Source: an optimization exercise on an open RTL-to-GDS flow (aim: small area, a short achievable clock period and few clock cycles). Production flows keep margins and buffers that such runs may drop.
No run shown here included a check of the RTL's function; only the layout flow was run.
Power figures rest on the tool's default switching activity, not on a simulated workload.

==> flow/design.v, too long to show whole: its modules and the start of the top module <==
// module rtc_fields_to_epoch_seconds_unit: 1299 lines
module rtc_fields_to_epoch_seconds_unit (
  input  logic      clk,
  input  logic      rst,
  input  logic      start,
  output logic      busy,
  input  rfes_pkg::rfes_in_t  fields,
  output logic      done,
  output rfes_pkg::rfes_out_t result,
  input  logic      cfg_write,
  input  logic      cfg_index,
  input  logic      cfg_data
);
  // ...
==> flow/flow/run.sh <==
#!/bin/bash
# Standard layout, with the port buffers made of the smallest buffer cell and
# Yosys's generic fine-grained ABC pass skipped, so that the adders written as
# gates reach full-adder extraction as written.
set -euo pipefail
bash standard.sh SYNTH_ARGS=-noabc BUFFER_PORTS_ARGS="-buffer_cell sky130_fd_sc_hd__buf_1" finish > standard_flow.log 2>&1
==> flow/standard.sh <==
#!/bin/bash
# synth_recipe.tcl (not shown) runs the flow's synth.tcl, then flattens the netlist and writes it again
# the make line also repeats each setting of config.mk as NAME=value (left out here)
make -C /OpenROAD-flow-scripts/flow DESIGN_CONFIG=/design/flow/config.mk WORK_HOME=/design/flow/orfs CLKGATE_MAP_FILE= SYNTH_SCRIPT=/design/flow/synth_recipe.tcl "${@:-finish}"
==> flow/config.mk <==
export PLATFORM = sky130hd
export DESIGN_NAME = rtc_fields_to_epoch_seconds_unit
export DESIGN_NICKNAME = rtc_fields_to_epoch_seconds_unit
export VERILOG_FILES = /design/flow/design.v
export SDC_FILE = /design/flow/constraint.sdc
export NUM_CORES = 4
export LEC_CHECK = 0
export CAP_MARGIN = 20
export CORE_MARGIN = 2
export CORE_UTILIZATION = 40
export CTS_BUF_LIST = sky130_fd_sc_hd__clkbuf_8
export SETUP_SLACK_MARGIN = 4.2
export SLEW_MARGIN = 20
==> flow/constraint.sdc <==
create_clock -name core_clock -period 8.0 [get_ports {clk}]
set_input_delay 1.6000 -clock core_clock [delete_from_list [all_inputs] [get_ports {clk}]]
set_output_delay 1.6000 -clock core_clock [all_outputs]
set_load 0.01 [all_outputs]
==> out/qor.txt, run 1 <==
Gr usage total: 16.05%
Crit-path cells: inv_2, fa_1, inv_1, fa_1, fa_1, fa_1, ha_4, a21o_1, a21o_1, nand2_2, o211a_4, nor2_4, or3_1
Grt met2 use: 24.87%
Synth Area in XOR/XNOR: 4.336%
R2R Path End: cy_q
Post-synth ARST share: 0%
Slew headroom: 36.59%
Die W: 133.1 microns
Most frequent cells in the layout: buf_1 (86), inv_1 (76), dfxtp_1 (76)
Clock network area share: 3.074%
CTS Buf Count: 9
Global-route met1 utilization: 22.36%
Initial Utilization: 40.62%
#MultiIn Comb: 453
Net count after synthesis: 868
Final period utilization: 46.99%
Post-synthesis area per instance: 9.845 sq um
Yosys top cell area share: 26.73%
CP Capture Type: flop
F_max: 0.2660 GHz
Met3 Resource Use GR: 3.678%
Final HPWL DP: 11380 microns
Largest family of logic cells by synthesized area: adder cells
DRT Pass-1 Iters: 4
Outcome: no timing/DRC/antenna violations
Share of cells above drive strength 1: 9.932%
WL per Instance: 14.44 microns
Min Tclk post-route: 3760 ps
CTS resizes: 13
Largest area contributor in the netlist: dfxtp_1
Routed Antenna Nets: 0
# Taps: 220
Final Hold Fails: 0
Syn-to-layout area delta: 9.931%
CTS tree: built
Met2 WL post-DR: 6174 microns
Worst path arrival time: 4020 ps
Setup TNS Final: 0 ps
Final Core Density: 44.66%
Non-Filler Instances: 955
Buffers on Ports: 87
Lkg Pwr: 3.249 nW
Multi-input combinational area share: 58.71%
Critical path startpoint: day_q[4]
==> run 2, diff against run 1 <==
--- a/flow/design.v
+++ b/flow/design.v
@@ -953,16 +953,22 @@
   logic t421;
   logic t422;
   logic t423;
   logic t424;
   logic t425;
   logic t426;
   logic t427;
   logic t428;
+  logic t429;
+  logic t430;
+  logic t431;
+  logic t432;
+  logic t433;
+  logic t434;
   assign t136 = ~q_q[0] ^ day_q[0];
   assign t137 = ~q_q[0] & day_q[0];
   assign t138 = ~q_q[1] ^ day_q[1] ^ day_q[0];
   assign t139 = (~q_q[1] & day_q[1]) | (day_q[0] & (~q_q[1] ^ day_q[1]));
   assign t140 = ~q_q[2] ^ day_q[2];
   assign t141 = ~q_q[2] & day_q[2];
   assign t142 = ~q_q[3] ^ day_q[3] ^ day_q[2];
   assign t143 = (~q_q[3] & day_q[3]) | (day_q[2] & (~q_q[3] ^ day_q[3]));
@@ -979,144 +985,144 @@
   assign t154 = q_q[3] ^ day_q[4] ^ day_q[2];
   assign t155 = (q_q[3] & day_q[4]) | (day_q[2] & (q_q[3] ^ day_q[4]));
   assign t156 = q_q[4] ^ ~q_q[0];
   assign t157 = q_q[4] & ~q_q[0];
   assign t158 = hr_q[3] ^ ~min_q[5] ^ min_q[1];
   assign t159 = (hr_q[3] & ~min_q[5]) | (min_q[1] & (hr_q[3] ^ ~min_q[5]));
   assign t160 = hr_q[4] ^ min_q[2] ^ ~r_q[1];
   assign t161 = (hr_q[4] & min_q[2]) | (~r_q[1] & (hr_q[4] ^ min_q[2]));
-  assign t162 = t137 ^ tab[8];
-  assign t163 = t137 & tab[8];
+  assign t162 = tab[8] ^ t137;
+  assign t163 = tab[8] & t137;
   assign t164 = day_q[1] ^ ~hr_q[0] ^ min_q[3];
   assign t165 = (day_q[1] & ~hr_q[0]) | (min_q[3] & (day_q[1] ^ ~hr_q[0]));
-  assign t166 = t140 ^ tab[9] ^ t139;
-  assign t167 = (t140 & tab[9]) | (t139 & (t140 ^ tab[9]));
+  assign t166 = tab[9] ^ t140 ^ t139;
+  assign t167 = (tab[9] & t140) | (t139 & (tab[9] ^ t140));
   assign t168 = ~hr_q[1] ^ min_q[4] ^ r_q[0];
   assign t169 = (~hr_q[1] & min_q[4]) | (r_q[0] & (~hr_q[1] ^ min_q[4]));
-  assign t170 = t141 ^ tab[10] ^ t142;
-  assign t171 = (t141 & tab[10]) | (t142 & (t141 ^ tab[10]));
+  assign t170 = tab[10] ^ t141 ^ t142;
+  assign t171 = (tab[10] & t141) | (t142 & (tab[10] ^ t141));
   assign t172 = ~hr_q[2] ^ min_q[5] ^ r_q[1];
   assign t173 = (~hr_q[2] & min_q[5]) | (r_q[1] & (~hr_q[2] ^ min_q[5]));
   assign t174 = tab[11] ^ t144 ^ t143;
   assign t175 = (tab[11] & t144) | (t143 & (tab[11] ^ t144));
   assign t176 = ~hr_q[3] ^ hr_q[0] ^ ~r_q[0];
   assign t177 = (~hr_q[3] & hr_q[0]) | (~r_q[0] & (~hr_q[3] ^ hr_q[0]));
-  assign t178 = t146 ^ tab[12] ^ t145;
-  assign t179 = (t146 & tab[12]) | (t145 & (t146 ^ tab[12]));
+  assign t178 = tab[12] ^ t146 ^ t145;
+  assign t179 = (tab[12] & t146) | (t145 & (tab[12] ^ t146));
   assign t180 = ~hr_q[4] ^ hr_q[1] ^ ~r_q[1];
   assign t181 = (~hr_q[4] & hr_q[1]) | (~r_q[1] & (~hr_q[4] ^ hr_q[1]));
-  assign t182 = t148 ^ t147 ^ tab[13];
-  assign t183 = (t148 & t147) | (tab[13] & (t148 ^ t147));
+  assign t182 = tab[13] ^ t148 ^ t147;
+  assign t183 = (tab[13] & t148) | (t147 & (tab[13] ^ t148));
   assign t184 = day_q[0] ^ hr_q[2] ^ r_q[0];
   assign t185 = (day_q[0] & hr_q[2]) | (r_q[0] & (day_q[0] ^ hr_q[2]));
-  assign t186 = t150 ^ t149 ^ tab[14];
-  assign t187 = (t150 & t149) | (tab[14] & (t150 ^ t149));
+  assign t186 = tab[14] ^ t150 ^ t149;
+  assign t187 = (tab[14] & t150) | (t149 & (tab[14] ^ t150));
   assign t188 = day_q[1] ^ hr_q[3] ^ r_q[1];
   assign t189 = (day_q[1] & hr_q[3]) | (r_q[1] & (day_q[1] ^ hr_q[3]));
-  assign t190 = t152 ^ t151 ^ tab[15];
-  assign t191 = (t152 & t151) | (tab[15] & (t152 ^ t151));
+  assign t190 = tab[15] ^ t152 ^ t151;
+  assign t191 = (tab[15] & t152) | (t151 & (tab[15] ^ t152));
   assign t192 = day_q[0] ^ hr_q[4] ^ r_q[0];
   assign t193 = (day_q[0] & hr_q[4]) | (r_q[0] & (day_q[0] ^ hr_q[4]));
-  assign t194 = t153 ^ tab[16] ^ t154;
-  assign t195 = (t153 & tab[16]) | (t154 & (t153 ^ tab[16]));
+  assign t194 = tab[16] ^ t153 ^ t154;
+  assign t195 = (tab[16] & t153) | (t154 & (tab[16] ^ t153));
   assign t196 = day_q[3] ^ day_q[1] ^ r_q[1];
   assign t197 = (day_q[3] & day_q[1]) | (r_q[1] & (day_q[3] ^ day_q[1]));
-  assign t198 = t156 ^ tab[17] ^ t155;
-  assign t199 = (t156 & tab[17]) | (t155 & (t156 ^ tab[17]));
+  assign t198 = tab[17] ^ t156 ^ t155;
+  assign t199 = (tab[17] & t156) | (t155 & (tab[17] ^ t156));
   assign t200 = ~q_q[1] ^ day_q[4] ^ day_q[2];
   assign t201 = (~q_q[1] & day_q[4]) | (day_q[2] & (~q_q[1] ^ day_q[4]));
   assign t202 = 1'b1 ^ t157;
   assign t203 = 1'b1 & t157;
   assign t204 = ~q_q[2] ^ q_q[0] ^ day_q[3];
   assign t205 = (~q_q[2] & q_q[0]) | (day_q[3] & (~q_q[2] ^ q_q[0]));
   assign t206 = ~q_q[3] ^ q_q[1];
   assign t207 = ~q_q[3] & q_q[1];
   assign t208 = ~q_q[4] ^ q_q[2];
   assign t209 = ~q_q[4] & q_q[2];
-  assign t210 = ~r_q[0] ^ t136;
-  assign t211 = ~r_q[0] & t136;
+  assign t210 = ~r_q[0] ^ tab[7];
+  assign t211 = ~r_q[0] & tab[7];
   assign t212 = t138 ^ t160 ^ t159;
   assign t213 = (t138 & t160) | (t159 & (t138 ^ t160));
   assign t214 = t164 ^ t161 ^ t163;
   assign t215 = (t164 & t161) | (t163 & (t164 ^ t161));
   assign t216 = t168 ^ t165 ^ t170;
   assign t217 = (t168 & t165) | (t170 & (t168 ^ t165));
   assign t218 = t172 ^ t169 ^ t174;
   assign t219 = (t172 & t169) | (t174 & (t172 ^ t169));
   assign t220 = t176 ^ t173 ^ t178;
   assign t221 = (t176 & t173) | (t178 & (t176 ^ t173));
   assign t222 = t180 ^ t177 ^ t182;
   assign t223 = (t180 & t177) | (t182 & (t180 ^ t177));
   assign t224 = t184 ^ t181 ^ t186;
   assign t225 = (t184 & t181) | (t186 & (t184 ^ t181));
   assign t226 = t188 ^ t185 ^ t190;
   assign t227 = (t188 & t185) | (t190 & (t188 ^ t185));
-  assign t228 = t192 ^ t189 ^ t194;
-  assign t229 = (t192 & t189) | (t194 & (t192 ^ t189));
+  assign t228 = t192 ^ t189 ^ t191;
+  assign t229 = (t192 & t189) | (t191 & (t192 ^ t189));
   assign t230 = t196 ^ t193 ^ t198;
   assign t231 = (t196 & t193) | (t198 & (t196 ^ t193));
   assign t232 = t200 ^ t197 ^ t202;
   assign t233 = (t200 & t197) | (t202 & (t200 ^ t197));
   assign t234 = tab[19] ^ t204 ^ t201;
   assign t235 = (tab[19] & t204) | (t201 & (tab[19] ^ t204));
-  assign t236 = day_q[4] ^ t206 ^ tab[20];
-  assign t237 = (day_q[4] & t206) | (tab[20] & (day_q[4] ^ t206));
-  assign t238 = ~r_q[0] ^ t208 ^ t207;
-  assign t239 = (~r_q[0] & t208) | (t207 & (~r_q[0] ^ t208));
-  assign t240 = q_q[3] ^ ~r_q[1] ^ t209;
-  assign t241 = (q_q[3] & ~r_q[1]) | (t209 & (q_q[3] ^ ~r_q[1]));
+  assign t236 = day_q[4] ^ tab[20] ^ t206;
+  assign t237 = (day_q[4] & tab[20]) | (t206 & (day_q[4] ^ tab[20]));
+  assign t238 = ~r_q[0] ^ tab[21] ^ t208;
+  assign t239 = (~r_q[0] & tab[21]) | (t208 & (~r_q[0] ^ tab[21]));
+  assign t240 = q_q[3] ^ ~r_q[1] ^ tab[22];
+  assign t241 = (q_q[3] & ~r_q[1]) | (tab[22] & (q_q[3] ^ ~r_q[1]));
   assign t242 = q_q[4] ^ ~q_q[0];
   assign t243 = q_q[4] & ~q_q[0];
   assign t244 = ~min_q[0] ^ sec_q[2];
   assign t245 = ~min_q[0] & sec_q[2];
   assign t246 = ~min_q[1] ^ sec_q[3];
   assign t247 = ~min_q[1] & sec_q[3];
   assign t248 = hr_q[0] ^ ~min_q[2] ^ sec_q[4];
   assign t249 = (hr_q[0] & ~min_q[2]) | (sec_q[4] & (hr_q[0] ^ ~min_q[2]));
   assign t250 = hr_q[1] ^ ~min_q[3] ^ sec_q[5];
   assign t251 = (hr_q[1] & ~min_q[3]) | (sec_q[5] & (hr_q[1] ^ ~min_q[3]));
   assign t252 = hr_q[2] ^ ~min_q[4] ^ min_q[0];
   assign t253 = (hr_q[2] & ~min_q[4]) | (min_q[0] & (hr_q[2] ^ ~min_q[4]));
-  assign t254 = tab[7] ^ t158 ^ t210;
-  assign t255 = (tab[7] & t158) | (t210 & (tab[7] ^ t158));
+  assign t254 = t136 ^ t210 ^ t158;
+  assign t255 = (t136 & t210) | (t158 & (t136 ^ t210));
   assign t256 = t211 ^ t162 ^ t212;
   assign t257 = (t211 & t162) | (t212 & (t211 ^ t162));
   assign t258 = t166 ^ t213 ^ t214;
   assign t259 = (t166 & t213) | (t214 & (t166 ^ t213));
   assign t260 = t167 ^ t215 ^ t216;
   assign t261 = (t167 & t215) | (t216 & (t167 ^ t215));
   assign t262 = t171 ^ t218 ^ t217;
   assign t263 = (t171 & t218) | (t217 & (t171 ^ t218));
   assign t264 = t175 ^ t220 ^ t219;
   assign t265 = (t175 & t220) | (t219 & (t175 ^ t220));
   assign t266 = t179 ^ t222 ^ t221;
   assign t267 = (t179 & t222) | (t221 & (t179 ^ t222));
   assign t268 = t183 ^ t224 ^ t223;
   assign t269 = (t183 & t224) | (t223 & (t183 ^ t224));
   assign t270 = t187 ^ t226 ^ t225;
   assign t271 = (t187 & t226) | (t225 & (t187 ^ t226));
-  assign t272 = t191 ^ t228 ^ t227;
-  assign t273 = (t191 & t228) | (t227 & (t191 ^ t228));
-  assign t274 = t195 ^ t230 ^ t229;
-  assign t275 = (t195 & t230) | (t229 & (t195 ^ t230));
+  assign t272 = t194 ^ t228 ^ t227;
+  assign t273 = (t194 & t228) | (t227 & (t194 ^ t228));
+  assign t274 = t195 ^ t229 ^ t230;
+  assign t275 = (t195 & t229) | (t230 & (t195 ^ t229));
   assign t276 = t199 ^ t232 ^ t231;
   assign t277 = (t199 & t232) | (t231 & (t199 ^ t232));
   assign t278 = t203 ^ t234 ^ t233;
   assign t279 = (t203 & t234) | (t233 & (t203 ^ t234));
   assign t280 = t205 ^ t236 ^ t235;
   assign t281 = (t205 & t236) | (t235 & (t205 ^ t236));
-  assign t282 = tab[21] ^ t238 ^ t237;
-  assign t283 = (tab[21] & t238) | (t237 & (tab[21] ^ t238));
-  assign t284 = tab[22] ^ t240 ^ t239;
-  assign t285 = (tab[22] & t240) | (t239 & (tab[22] ^ t240));
-  assign t286 = t242 ^ tab[23] ^ t241;
-  assign t287 = (t242 & tab[23]) | (t241 & (t242 ^ tab[23]));
-  assign t288 = ~q_q[1] ^ t243 ^ tab[24];
-  assign t289 = (~q_q[1] & t243) | (tab[24] & (~q_q[1] ^ t243));
+  assign t282 = t207 ^ t238 ^ t237;
+  assign t283 = (t207 & t238) | (t237 & (t207 ^ t238));
+  assign t284 = t209 ^ t240 ^ t239;
+  assign t285 = (t209 & t240) | (t239 & (t209 ^ t240));
+  assign t286 = tab[23] ^ t242 ^ t241;
+  assign t287 = (tab[23] & t242) | (t241 & (tab[23] ^ t242));
+  assign t288 = ~q_q[1] ^ tab[24] ^ t243;
+  assign t289 = (~q_q[1] & tab[24]) | (t243 & (~q_q[1] ^ tab[24]));
   assign t290 = ~q_q[2] ^ r_q[0] ^ tab[25];
   assign t291 = (~q_q[2] & r_q[0]) | (tab[25] & (~q_q[2] ^ r_q[0]));
   assign t292 = ~q_q[3] ^ r_q[1];
   assign t293 = ~q_q[3] & r_q[1];
   assign t294 = ~q_q[4] ^ q_q[0] ^ 1'b1;
   assign t295 = (~q_q[4] & q_q[0]) | (1'b1 & (~q_q[4] ^ q_q[0]));
   assign t296 = 1'b1 ^ t244;
   assign t297 = t246 ^ t245;
@@ -1128,134 +1134,140 @@
   assign t303 = t258 ^ t257;
   assign t304 = t260 ^ t259;
   assign t305 = t262 ^ t261;
   assign t306 = t264 ^ t263;
   assign t307 = t266 ^ t265;
   assign t308 = t268 ^ t267;
   assign t309 = t270 ^ t269;
   assign t310 = t272 ^ t271;
-  assign t311 = 1'b0 ^ 1'b0;
-  assign t312 = 1'b1 & t244;
-  assign t313 = t246 & t245;
-  assign t314 = t248 & t247;
-  assign t315 = t250 & t249;
-  assign t316 = t252 & t251;
-  assign t317 = t254 & t253;
-  assign t318 = t256 & t255;
-  assign t319 = t258 & t257;
-  assign t320 = t260 & t259;
-  assign t321 = t262 & t261;
-  assign t322 = t264 & t263;
-  assign t323 = t266 & t265;
-  assign t324 = t268 & t267;
-  assign t325 = t270 & t269;
-  assign t326 = t272 & t271;
-  assign t327 = 1'b0 & 1'b0;
-  assign t328 = t313 | (t297 & t312);
-  assign t329 = t297 & t296;
-  assign t330 = t315 | (t299 & t314);
-  assign t331 = t299 & t298;
-  assign t332 = t317 | (t301 & t316);
-  assign t333 = t301 & t300;
-  assign t334 = t319 | (t303 & t318);
-  assign t335 = t303 & t302;
-  assign t336 = t321 | (t305 & t320);
-  assign t337 = t305 & t304;
-  assign t338 = t323 | (t307 & t322);
-  assign t339 = t307 & t306;
-  assign t340 = t325 | (t309 & t324);
-  assign t341 = t309 & t308;
-  assign t342 = t327 | (t311 & t326);
-  assign t343 = t314 | (t298 & t328);
-  assign t344 = t298 & t329;
-  assign t345 = t330 | (t331 & t328);
-  assign t346 = t331 & t329;
-  assign t347 = t318 | (t302 & t332);
-  assign t348 = t302 & t333;
-  assign t349 = t334 | (t335 & t332);
-  assign t350 = t335 & t333;
-  assign t351 = t322 | (t306 & t336);
-  assign t352 = t306 & t337;
-  assign t353 = t338 | (t339 & t336);
-  assign t354 = t339 & t337;
-  assign t355 = t326 | (t310 & t340);
-  assign t356 = t310 & t341;
-  assign t357 = t342 | (t311 & t340);
-  assign t358 = t316 | (t300 & t345);
-  assign t359 = t300 & t346;
-  assign t360 = t332 | (t333 & t345);
-  assign t361 = t333 & t346;
-  assign t362 = t347 | (t348 & t345);
-  assign t363 = t348 & t346;
-  assign t364 = t349 | (t350 & t345);
-  assign t365 = t350 & t346;
-  assign t366 = t324 | (t308 & t353);
-  assign t367 = t308 & t354;
-  assign t368 = t340 | (t341 & t353);
-  assign t369 = t341 & t354;
-  assign t370 = t355 | (t356 & t353);
-  assign t371 = t356 & t354;
-  assign t372 = t357 | (t311 & t353);
-  assign t373 = t320 | (t304 & t364);
-  assign t374 = t304 & t365;
-  assign t375 = t336 | (t337 & t364);
-  assign t376 = t337 & t365;
-  assign t377 = t351 | (t352 & t364);
-  assign t378 = t352 & t365;
-  assign t379 = t353 | (t354 & t364);
-  assign t380 = t354 & t365;
-  assign t381 = t366 | (t367 & t364);
-  assign t382 = t367 & t365;
-  assign t383 = t368 | (t369 & t364);
-  assign t384 = t369 & t365;
-  assign t385 = t370 | (t371 & t364);
-  assign t386 = t371 & t365;
-  assign t387 = t372 | (t311 & t364);
-  assign t388 = t297 ^ t312;
-  assign t389 = t298 ^ t328;
-  assign t390 = t299 ^ t343;
-  assign t391 = t300 ^ t345;
-  assign t392 = t301 ^ t358;
-  assign t393 = t302 ^ t360;
-  assign t394 = t303 ^ t362;
-  assign t395 = t304 ^ t364;
-  assign t396 = t305 ^ t373;
-  assign t397 = t306 ^ t375;
-  assign t398 = t307 ^ t377;
-  assign t399 = t308 ^ t379;
-  assign t400 = t309 ^ t381;
-  assign t401 = t310 ^ t383;
-  assign t402 = t311 ^ t385;
-  assign t403 = t274 ^ t273;
-  assign t404 = t274 & t273;
-  assign t405 = t276 ^ t275;
-  assign t406 = t276 & t275;
-  assign t407 = t278 ^ t277;
-  assign t408 = t278 & t277;
-  assign t409 = t280 ^ t279;
-  assign t410 = t280 & t279;
-  assign t411 = t282 ^ t281;
-  assign t412 = t282 & t281;
-  assign t413 = t284 ^ t283;
-  assign t414 = t284 & t283;
-  assign t415 = t286 ^ t285;
-  assign t416 = t286 & t285;
-  assign t417 = t288 ^ t287;
-  assign t418 = t288 & t287;
-  assign t419 = t290 ^ t289;
-  assign t420 = t290 & t289;
-  assign t421 = t292 ^ t291;
-  assign t422 = t292 & t291;
-  assign t423 = t294 ^ t293;
-  assign t424 = t294 & t293;
-  assign t425 = q_q[1] ^ t295;
-  assign t426 = q_q[1] & t295;
-  assign t427 = q_q[2] ^ 1'b1;
-  assign t428 = q_q[2] & 1'b1;
+  assign t311 = t274 ^ t273;
+  assign t312 = 1'b0 ^ 1'b0;
+  assign t313 = 1'b1 & t244;
+  assign t314 = t246 & t245;
+  assign t315 = t248 & t247;
+  assign t316 = t250 & t249;
+  assign t317 = t252 & t251;
+  assign t318 = t254 & t253;
+  assign t319 = t256 & t255;
+  assign t320 = t258 & t257;
+  assign t321 = t260 & t259;
+  assign t322 = t262 & t261;
+  assign t323 = t264 & t263;
+  assign t324 = t266 & t265;
+  assign t325 = t268 & t267;
+  assign t326 = t270 & t269;
+  assign t327 = t272 & t271;
+  assign t328 = t274 & t273;
+  assign t329 = 1'b0 & 1'b0;
+  assign t330 = t314 | (t297 & t313);
+  assign t331 = t297 & t296;
+  assign t332 = t316 | (t299 & t315);
+  assign t333 = t299 & t298;
+  assign t334 = t318 | (t301 & t317);
+  assign t335 = t301 & t300;
+  assign t336 = t320 | (t303 & t319);
+  assign t337 = t303 & t302;
+  assign t338 = t322 | (t305 & t321);
+  assign t339 = t305 & t304;
+  assign t340 = t324 | (t307 & t323);
+  assign t341 = t307 & t306;
+  assign t342 = t326 | (t309 & t325);
+  assign t343 = t309 & t308;
+  assign t344 = t328 | (t311 & t327);
+  assign t345 = t311 & t310;
+  assign t346 = t315 | (t298 & t330);
+  assign t347 = t298 & t331;
+  assign t348 = t332 | (t333 & t330);
+  assign t349 = t333 & t331;
+  assign t350 = t319 | (t302 & t334);
+  assign t351 = t302 & t335;
+  assign t352 = t336 | (t337 & t334);
+  assign t353 = t337 & t335;
+  assign t354 = t323 | (t306 & t338);
+  assign t355 = t306 & t339;
+  assign t356 = t340 | (t341 & t338);
+  assign t357 = t341 & t339;
+  assign t358 = t327 | (t310 & t342);
+  assign t359 = t310 & t343;
+  assign t360 = t344 | (t345 & t342);
+  assign t361 = t345 & t343;
+  assign t362 = t317 | (t300 & t348);
+  assign t363 = t300 & t349;
+  assign t364 = t334 | (t335 & t348);
+  assign t365 = t335 & t349;
+  assign t366 = t350 | (t351 & t348);
+  assign t367 = t351 & t349;
+  assign t368 = t352 | (t353 & t348);
+  assign t369 = t353 & t349;
+  assign t370 = t325 | (t308 & t356);
+  assign t371 = t308 & t357;
+  assign t372 = t342 | (t343 & t356);
+  assign t373 = t343 & t357;
+  assign t374 = t358 | (t359 & t356);
+  assign t375 = t359 & t357;
+  assign t376 = t360 | (t361 & t356);
+  assign t377 = t361 & t357;
+  assign t378 = t321 | (t304 & t368);
+  assign t379 = t304 & t369;
+  assign t380 = t338 | (t339 & t368);
+  assign t381 = t339 & t369;
+  assign t382 = t354 | (t355 & t368);
+  assign t383 = t355 & t369;
+  assign t384 = t356 | (t357 & t368);
+  assign t385 = t357 & t369;
+  assign t386 = t370 | (t371 & t368);
+  assign t387 = t371 & t369;
+  assign t388 = t372 | (t373 & t368);
+  assign t389 = t373 & t369;
+  assign t390 = t374 | (t375 & t368);
+  assign t391 = t375 & t369;
+  assign t392 = t376 | (t377 & t368);
+  assign t393 = t377 & t369;
+  assign t394 = t329 | (t312 & t392);
+  assign t395 = t297 ^ t313;
+  assign t396 = t298 ^ t330;
+  assign t397 = t299 ^ t346;
+  assign t398 = t300 ^ t348;
+  assign t399 = t301 ^ t362;
+  assign t400 = t302 ^ t364;
+  assign t401 = t303 ^ t366;
+  assign t402 = t304 ^ t368;
+  assign t403 = t305 ^ t378;
+  assign t404 = t306 ^ t380;
+  assign t405 = t307 ^ t382;
+  assign t406 = t308 ^ t384;
+  assign t407 = t309 ^ t386;
+  assign t408 = t310 ^ t388;
+  assign t409 = t311 ^ t390;
+  assign t410 = t312 ^ t392;
+  assign t411 = t276 ^ t275;
+  assign t412 = t276 & t275;
+  assign t413 = t278 ^ t277;
+  assign t414 = t278 & t277;
+  assign t415 = t280 ^ t279;
+  assign t416 = t280 & t279;
+  assign t417 = t282 ^ t281;
+  assign t418 = t282 & t281;
+  assign t419 = t284 ^ t283;
+  assign t420 = t284 & t283;
+  assign t421 = t286 ^ t285;
+  assign t422 = t286 & t285;
+  assign t423 = t288 ^ t287;
+  assign t424 = t288 & t287;
+  assign t425 = t290 ^ t289;
+  assign t426 = t290 & t289;
+  assign t427 = t292 ^ t291;
+  assign t428 = t292 & t291;
+  assign t429 = t294 ^ t293;
+  assign t430 = t294 & t293;
+  assign t431 = q_q[1] ^ t295;
+  assign t432 = q_q[1] & t295;
+  assign t433 = q_q[2] ^ 1'b1;
+  assign t434 = q_q[2] & 1'b1;
   logic        v2_q;
   logic        err2_q;
   logic        lo_q_0;
   logic        lo_q_1;
   logic        lo_q_2;
   logic        lo_q_3;
   logic        lo_q_4;
   logic        lo_q_5;
@@ -1265,19 +1277,18 @@
   logic        lo_q_9;
   logic        lo_q_10;
   logic        lo_q_11;
   logic        lo_q_12;
   logic        lo_q_13;
   logic        lo_q_14;
   logic        lo_q_15;
   logic        lo_q_16;
+  logic        lo_q_17;
   logic        cy_q;
-  logic        p_q_17;
-  logic        g_q_17;
   logic        p_q_18;
   logic        g_q_18;
   logic        p_q_19;
   logic        g_q_19;
   logic        p_q_20;
   logic        g_q_20;
   logic        p_q_21;
   logic        g_q_21;
@@ -1306,66 +1317,59 @@
       v2_q <= v_q;
     end
   end
   always_ff @(posedge clk) begin
     err2_q <= err_q;
     lo_q_0 <= sec_q[0];
     lo_q_1 <= sec_q[1];
     lo_q_2 <= t296;
-    lo_q_3 <= t388;
-    lo_q_4 <= t389;
-    lo_q_5 <= t390;
-    lo_q_6 <= t391;
-    lo_q_7 <= t392;
-    lo_q_8 <= t393;
-    lo_q_9 <= t394;
-    lo_q_10 <= t395;
-    lo_q_11 <= t396;
-    lo_q_12 <= t397;
-    lo_q_13 <= t398;
-    lo_q_14 <= t399;
-    lo_q_15 <= t400;
-    lo_q_16 <= t401;
-    cy_q <= t402;
-    p_q_17 <= t403;
-    g_q_17 <= t404;
-    p_q_18 <= t405;
-    g_q_18 <= t406;
-    p_q_19 <= t407;
-    g_q_19 <= t408;
-    p_q_20 <= t409;
-    g_q_20 <= t410;
-    p_q_21 <= t411;
-    g_q_21 <= t412;
-    p_q_22 <= t413;
-    g_q_22 <= t414;
-    p_q_23 <= t415;
-    g_q_23 <= t416;
-    p_q_24 <= t417;
-    g_q_24 <= t418;
-    p_q_25 <= t419;
-    g_q_25 <= t420;
-    p_q_26 <= t421;
-    g_q_26 <= t422;
-    p_q_27 <= t423;
-    g_q_27 <= t424;
-    p_q_28 <= t425;
-    g_q_28 <= t426;
-    p_q_29 <= t427;
-    g_q_29 <= t428;
+    lo_q_3 <= t395;
+    lo_q_4 <= t396;
+    lo_q_5 <= t397;
+    lo_q_6 <= t398;
+    lo_q_7 <= t399;
+    lo_q_8 <= t400;
+    lo_q_9 <= t401;
+    lo_q_10 <= t402;
+    lo_q_11 <= t403;
+    lo_q_12 <= t404;
+    lo_q_13 <= t405;
+    lo_q_14 <= t406;
+    lo_q_15 <= t407;
+    lo_q_16 <= t408;
+    lo_q_17 <= t409;
+    cy_q <= t410;
+    p_q_18 <= t411;
+    g_q_18 <= t412;
+    p_q_19 <= t413;
+    g_q_19 <= t414;
+    p_q_20 <= t415;
+    g_q_20 <= t416;
+    p_q_21 <= t417;
+    g_q_21 <= t418;
+    p_q_22 <= t419;
+    g_q_22 <= t420;
+    p_q_23 <= t421;
+    g_q_23 <= t422;
+    p_q_24 <= t423;
+    g_q_24 <= t424;
+    p_q_25 <= t425;
+    g_q_25 <= t426;
+    p_q_26 <= t427;
+    g_q_26 <= t428;
+    p_q_27 <= t429;
+    g_q_27 <= t430;
+    p_q_28 <= t431;
+    g_q_28 <= t432;
+    p_q_29 <= t433;
+    g_q_29 <= t434;
     p_q_30 <= q_q[3];
     p_q_31 <= q_q[4];
   end
-  logic t429;
-  logic t430;
-  logic t431;
-  logic t432;
-  logic t433;
-  logic t434;
   logic t435;
   logic t436;
   logic t437;
   logic t438;
   logic t439;
   logic t440;
   logic t441;
   logic t442;
@@ -1423,89 +1427,79 @@
   logic t494;
   logic t495;
   logic t496;
   logic t497;
   logic t498;
   logic t499;
   logic t500;
   logic t501;
-  logic t502;
-  logic t503;
-  assign t429 = g_q_17 | (p_q_17 & cy_q);
-  assign t430 = p_q_17 & 1'b0;
-  assign t431 = g_q_19 | (p_q_19 & g_q_18);
-  assign t432 = p_q_19 & p_q_18;
-  assign t433 = g_q_21 | (p_q_21 & g_q_20);
-  assign t434 = p_q_21 & p_q_20;
-  assign t435 = g_q_23 | (p_q_23 & g_q_22);
-  assign t436 = p_q_23 & p_q_22;
-  assign t437 = g_q_25 | (p_q_25 & g_q_24);
-  assign t438 = p_q_25 & p_q_24;
-  assign t439 = g_q_27 | (p_q_27 & g_q_26);
-  assign t440 = p_q_27 & p_q_26;
-  assign t441 = g_q_29 | (p_q_29 & g_q_28);
-  assign t442 = p_q_29 & p_q_28;
-  assign t443 = 1'b0 | (p_q_31 & 1'b0);
-  assign t444 = g_q_18 | (p_q_18 & t429);
-  assign t445 = p_q_18 & t430;
-  assign t446 = t431 | (t432 & t429);
-  assign t447 = t432 & t430;
-  assign t448 = g_q_22 | (p_q_22 & t433);
-  assign t449 = p_q_22 & t434;
-  assign t450 = t435 | (t436 & t433);
-  assign t451 = t436 & t434;
-  assign t452 = g_q_26 | (p_q_26 & t437);
-  assign t453 = p_q_26 & t438;
-  assign t454 = t439 | (t440 & t437);
-  assign t455 = t440 & t438;
-  assign t456 = 1'b0 | (p_q_30 & t441);
-  assign t457 = p_q_30 & t442;
-  assign t458 = t443 | (p_q_31 & t441);
-  assign t459 = g_q_20 | (p_q_20 & t446);
-  assign t460 = p_q_20 & t447;
-  assign t461 = t433 | (t434 & t446);
-  assign t462 = t434 & t447;
-  assign t463 = t448 | (t449 & t446);
-  assign t464 = t449 & t447;
-  assign t465 = t450 | (t451 & t446);
-  assign t466 = t451 & t447;
-  assign t467 = g_q_28 | (p_q_28 & t454);
-  assign t468 = p_q_28 & t455;
-  assign t469 = t441 | (t442 & t454);
-  assign t470 = t442 & t455;
-  assign t471 = t456 | (t457 & t454);
-  assign t472 = t457 & t455;
-  assign t473 = t458 | (p_q_31 & t454);
-  assign t474 = g_q_24 | (p_q_24 & t465);
-  assign t475 = p_q_24 & t466;
-  assign t476 = t437 | (t438 & t465);
-  assign t477 = t438 & t466;
-  assign t478 = t452 | (t453 & t465);
-  assign t479 = t453 & t466;
-  assign t480 = t454 | (t455 & t465);
-  assign t481 = t455 & t466;
-  assign t482 = t467 | (t468 & t465);
-  assign t483 = t468 & t466;
-  assign t484 = t469 | (t470 & t465);
-  assign t485 = t470 & t466;
-  assign t486 = t471 | (t472 & t465);
-  assign t487 = t472 & t466;
-  assign t488 = t473 | (p_q_31 & t465);
-  assign t489 = p_q_17 ^ cy_q;
-  assign t490 = p_q_18 ^ t429;
-  assign t491 = p_q_19 ^ t444;
-  assign t492 = p_q_20 ^ t446;
-  assign t493 = p_q_21 ^ t459;
-  assign t494 = p_q_22 ^ t461;
-  assign t495 = p_q_23 ^ t463;
-  assign t496 = p_q_24 ^ t465;
-  assign t497 = p_q_25 ^ t474;
-  assign t498 = p_q_26 ^ t476;
-  assign t499 = p_q_27 ^ t478;
-  assign t500 = p_q_28 ^ t480;
-  assign t501 = p_q_29 ^ t482;
-  assign t502 = p_q_30 ^ t484;
-  assign t503 = p_q_31 ^ t486;
-  assign epoch = {t503, t502, t501, t500, t499, t498, t497, t496, t495, t494, t493, t492, t491, t490, t489, lo_q_16, lo_q_15, lo_q_14, lo_q_13, lo_q_12, lo_q_11, lo_q_10, lo_q_9, lo_q_8, lo_q_7, lo_q_6, lo_q_5, lo_q_4, lo_q_3, lo_q_2, lo_q_1, lo_q_0};
+  assign t435 = g_q_18 | (p_q_18 & cy_q);
+  assign t436 = p_q_18 & 1'b0;
+  assign t437 = g_q_20 | (p_q_20 & g_q_19);
+  assign t438 = p_q_20 & p_q_19;
+  assign t439 = g_q_22 | (p_q_22 & g_q_21);
+  assign t440 = p_q_22 & p_q_21;
+  assign t441 = g_q_24 | (p_q_24 & g_q_23);
+  assign t442 = p_q_24 & p_q_23;
+  assign t443 = g_q_26 | (p_q_26 & g_q_25);
+  assign t444 = p_q_26 & p_q_25;
+  assign t445 = g_q_28 | (p_q_28 & g_q_27);
+  assign t446 = p_q_28 & p_q_27;
+  assign t447 = 1'b0 | (p_q_30 & g_q_29);
+  assign t448 = p_q_30 & p_q_29;
+  assign t449 = g_q_19 | (p_q_19 & t435);
+  assign t450 = p_q_19 & t436;
+  assign t451 = t437 | (t438 & t435);
+  assign t452 = t438 & t436;
+  assign t453 = g_q_23 | (p_q_23 & t439);
+  assign t454 = p_q_23 & t440;
+  assign t455 = t441 | (t442 & t439);
+  assign t456 = t442 & t440;
+  assign t457 = g_q_27 | (p_q_27 & t443);
+  assign t458 = p_q_27 & t444;
+  assign t459 = t445 | (t446 & t443);
+  assign t460 = t446 & t444;
+  assign t461 = 1'b0 | (p_q_31 & t447);
+  assign t462 = g_q_21 | (p_q_21 & t451);
+  assign t463 = p_q_21 & t452;
+  assign t464 = t439 | (t440 & t451);
+  assign t465 = t440 & t452;
+  assign t466 = t453 | (t454 & t451);
+  assign t467 = t454 & t452;
+  assign t468 = t455 | (t456 & t451);
+  assign t469 = t456 & t452;
+  assign t470 = g_q_29 | (p_q_29 & t459);
+  assign t471 = p_q_29 & t460;
+  assign t472 = t447 | (t448 & t459);
+  assign t473 = t448 & t460;
+  assign t474 = t461 | (p_q_31 & t459);
+  assign t475 = g_q_25 | (p_q_25 & t468);
+  assign t476 = p_q_25 & t469;
+  assign t477 = t443 | (t444 & t468);
+  assign t478 = t444 & t469;
+  assign t479 = t457 | (t458 & t468);
+  assign t480 = t458 & t469;
+  assign t481 = t459 | (t460 & t468);
+  assign t482 = t460 & t469;
+  assign t483 = t470 | (t471 & t468);
+  assign t484 = t471 & t469;
+  assign t485 = t472 | (t473 & t468);
+  assign t486 = t473 & t469;
+  assign t487 = t474 | (p_q_31 & t468);
+  assign t488 = p_q_18 ^ cy_q;
+  assign t489 = p_q_19 ^ t435;
+  assign t490 = p_q_20 ^ t449;
+  assign t491 = p_q_21 ^ t451;
+  assign t492 = p_q_22 ^ t462;
+  assign t493 = p_q_23 ^ t464;
+  assign t494 = p_q_24 ^ t466;
+  assign t495 = p_q_25 ^ t468;
+  assign t496 = p_q_26 ^ t475;
+  assign t497 = p_q_27 ^ t477;
+  assign t498 = p_q_28 ^ t479;
+  assign t499 = p_q_29 ^ t481;
+  assign t500 = p_q_30 ^ t483;
+  assign t501 = p_q_31 ^ t485;
+  assign epoch = {t501, t500, t499, t498, t497, t496, t495, t494, t493, t492, t491, t490, t489, t488, lo_q_17, lo_q_16, lo_q_15, lo_q_14, lo_q_13, lo_q_12, lo_q_11, lo_q_10, lo_q_9, lo_q_8, lo_q_7, lo_q_6, lo_q_5, lo_q_4, lo_q_3, lo_q_2, lo_q_1, lo_q_0};
   assign done   = v2_q;
   assign result = {epoch, err2_q};
 endmodule
==> run 2 against run 1 <==
Compared with the run above:
- largest power group unchanged
- critical endpoint unchanged
- register-to-register slack got worse by 30 ps
- clock skew increased by 2.1 ps
- worst hold slack got worse by 3.4 ps
- synthesized cell count decreased by 0.44%
- still clean on timing, DRC and antenna
==> out/qor.txt, run 2 <==
Crit path required time: 8270 ps (was 8260 ps)
Multi-input gate area: 4307 sq um (was 4302 sq um)
Most common cell in the synthesized netlist: dfxtp_1 (unchanged)
Congestion Overflow GR: 0 (unchanged)
Post-synthesis area per instance: 9.794 sq um (was 9.845 sq um)
Die W: 132.5 microns (was 133.1 microns)
Max Buffers Root-to-Sink: 2 (unchanged)
Final Hold Fails: 0 (unchanged)
Routability cong.: 0.8834 (was 0.8327)
Synth area leaders: dfxtp_1 (27%), fa_1 (23%), ha_1 (12%) (was dfxtp_1 (27%), fa_1 (23%), ha_1 (11%))
Die area: 17550 sq um (was 17710 sq um)
Worst hold slack: 328.8 ps (was 332.2 ps)
Worst Path Max Fanout: 5 (was 4)
CTS Buf Count: 9 (unchanged)
Clock Skew: 17.10 ps (was 14.99 ps)
Worst-Margin Slew: 593.6 ps (was 949.9 ps)
Largest registers: min_q (6), sec_q (6) (unchanged)
Pin count of the biggest net entering global routing: 38 (was 33)
# setup viols final: 0 (unchanged)
Final nets: 914 (was 921)
Final HPWL DP: 11430 microns (was 11380 microns)
Buffers on Ports: 87 (unchanged)
Initial Utilization: 41.26% (was 40.62%)
Synth Flop Type: dfxtp_1 (unchanged)
Gr usage total: 16.74% (was 16.05%)
Min Tclk post-route: 3792 ps (was 3760 ps)
Clk sinks: 88 (was 89)
Std-Cell Rows: 46 (was 47)
Synth Area in Compound Gates: 12.21% (was 12.78%)
Ys Warns: 1 (unchanged)
ANT cells: 0 (unchanged)
Seq cells post-synth: 88 (was 89)
Routed Antenna Nets: 0 (unchanged)
WS Path Type: reg -> reg (unchanged)
CP Capture Type: flop (unchanged)
Register area share after synthesis: 26.69% (was 26.73%)
Most frequent cells in the layout: buf_1 (86), fa_1 (76), inv_1 (75) (was buf_1 (86), inv_1 (76), dfxtp_1 (76))
Peak VDD IR: 0.0002965 V (was 0.0003285 V)
Initial antenna violation count: 0 (unchanged)
Seq. cell area: 1795 sq um (was 1808 sq um)
Pwr/cell area: 467.3 nW/um^2 (was 481.4 nW/um^2)
Hold Crit Class: reg -> reg (unchanged)
Lkg Pwr: 3.243 nW (was 3.249 nW)
Final wirelength: 14030 microns (was 13790 microns)
Adder-cell share of the synthesized area: 34.61% (was 34.28%)
DR vias: 4673 (was 4676)
Number of synthesized flops with an enable pin: 0 (unchanged)
DR vias/cell: 4.950 (was 4.896)
I/O Pins: 89 (unchanged)
Slew headroom: 60.43% (was 36.59%)
Most common cell after layout, fill and taps aside: buf_1 (unchanged)
Largest family of logic cells by synthesized area: adder cells (unchanged)
Synthesized area: 6601 sq um (was 6665 sq um)
Clk slew on worst S/H paths: 90 ps (about the same)
Top cells by count, synth: dfxtp_1 (88), fa_1 (76), inv_1 (76) (was dfxtp_1 (89), inv_1 (79), fa_1 (76))
CTS tree: built (unchanged)
Max Slew Vio Count: 0 (unchanged)
Setup TNS Final: 0 ps (unchanged)
Post-synthesis simple-gate area fraction: 12.24% (was 11.49%)
Clk root buf: clkbuf_8 (unchanged)
Placement Cell Area: 6849 sq um (was 6887 sq um)
First-pass GRT wire length: 23290 microns (was 22480 microns)
Share of cells above drive strength 1: 9.066% (was 9.932%)
Syn-to-layout area delta: 10.05% (was 9.931%)
Max H-tree Level: 3 (unchanged)
Outcome: no timing/DRC/antenna violations (unchanged)
Net count after synthesis: 865 (was 868)
Hold Buf Count CTS: 0 (unchanged)
Max cap viols: 0 (unchanged)
Synth cell types: 59 (was 68)
F_max: 0.2637 GHz (was 0.2660 GHz)
Fin area: 7264 sq um (was 7327 sq um)
Remaining DRCs: 0 (unchanged)
Core ar.: 16000 sq um (was 16410 sq um)
Largest area contributor in the netlist: dfxtp_1 (unchanged)
Worst path arrival time: 4060 ps (was 4020 ps)
Yosys top cell area share: 26.69% (was 26.73%)
Mux share of post-synthesis cell area: 0.4738% (was 0.1690%)
Synth Area in XOR/XNOR: 4.113% (was 4.336%)
Starting DRT DRC Count: 189 (was 149)
CP Launch Type: flop (unchanged)
WL per Instance: 14.86 microns (was 14.44 microns)
Post-synth ARST share: 0% (unchanged)
Post-Syn Instances: 674 (was 677)
Die Ht: 132.5 microns (was 133.1 microns)
Filler cell count: 1578 (was 1606)
Clock Latency Late Sink: 380 ps (about the same)
DRT Pass-1 Iters: 5 (was 4)
Vias in the first global route: 4686 (was 4651)
Final period utilization: 47.40% (was 46.99%)
Setup repair after global routing missed its margin: yes (unchanged)
run 2: cell count changes after synthesis, sizes merged, moves of 4 or more:
| cell | delta |
|---|---|
| nor2 | -11 |
| nor2b | +6 |
| o21ai | -5 |
| or2 | +4 |
run 2: cells by family (layout without fill, tap and decap cells):
group                      Yosys count  in the layout
AOI/OAI and AO/OA                  124            124
xor gates and xnor gates            31             31
adders and majority gates          137            137
buffers and inverters              131            185
DFF                                 88             88
muxes                                3              3
other                                1              1
and+or+nand+nor                    159            159
run 2: worst max-delay path: stages (launching register included):
cell and delay [ps]:
dfxtp_4 380, inv_1 80, fa_1 490, inv_1 60, fa_1 570, fa_1 430
fa_1 530, ha_4 230, a21oi_1 140, o21a_1 170, a2bb2oi_2 160, o311ai_2 150
a21oi_2 200, o21bai_1 90
run 2: path summary, 6_finish.rpt:
kind         endpoint     start  cells past startpoint  slack (ps)
max              cy_q  day_q[4]                     13        4210
min            lo_q_0  sec_q[0]                      0         330
max reg2reg      cy_q  day_q[4]                     13        4210
min reg2reg    lo_q_0  sec_q[0]                      0         330
run 2: power breakdown:
group / internal (W) / switching, W / leakage [nW]
Sequential: 0.000622 / 0.000104 / 0.742
Clock: 0.000192 / 0.000158 / 0.117
Combinational: 0.00112 / 0.00120 / 2.38
Total: 0.00193 / 0.00146 / 3.24
run 2: area by class of cell:
type                    instances  share of cell area, %
well taps                     216                  3.720
clock buffers                  11                  2.084
multi-input cells             455                  59.28
flip-flops and latches         88                  24.72
clock inverters                 5                  1.102
repair buffers                 93                  5.133
inverters                      76                  3.961
run 2: metal layers:
metal	wire (microns)	GRT usage [%]	share of wire, %	vias up
met5	0	0	0	-
met4	149	5.376	1.1	0
met3	644	3.333	4.6	10
met2	6642	27.06	47	127
met1	6589	22.62	47	2235
li1	-	-	-	2301
run 2: stage by stage:
| step | worst slack (ps) | utilization, % | total power (W) | instances |
|---|---|---|---|---|
| after global routing | 4028 | 45.40 | 0.003773 | 944 |
| final | 4208 | 45.40 | 0.003395 | 944 |
| after floorplan | 4255 | - | 0.002427 | 674 |
| after CTS | 4203 | 44.97 | 0.003370 | 941 |
| after global placement | 4024 | 42.81 | 0.002741 | 922 |
| after detailed placement | 3889 | 42.81 | 0.002801 | 922 |
run 2: repair_timing:
action,4_1_cts,5_1_grt
buffers inserted,3,3
gates resized for setup,29,17
setup endpoints to repair,12,12
pin swaps,9,14

re-timing with driven ports:
The results above use ideal ports. As a check the final layouts listed here were re-extracted and re-timed, cells and wires unchanged. Step 1, drivers: a clkbuf_16 drives clk and a buf_2 each remaining input, both assumed. Step 2 also shifts input and output timing later by t, the mid clock arrival at the registers, as if the neighbouring blocks saw the same clock. a / b / c = no drivers / after step 1 / after step 2; a / b = the first two.
run | t, ns | setup slack, ns | clock arrival spread, ns | slew at the worst register clock pin (ns) | pins driven straight from the clock port
run 1 | 0.405 | 4.240 / 4.240 / 4.240 | 0.015 / 0.016 | 0.10 / 0.10 | 1
run 2 | 0.411 | 4.208 / 4.208 / 4.208 | 0.019 / 0.018 | 0.09 / 0.09 | 1
After both steps setup and hold are still met in every run listed.
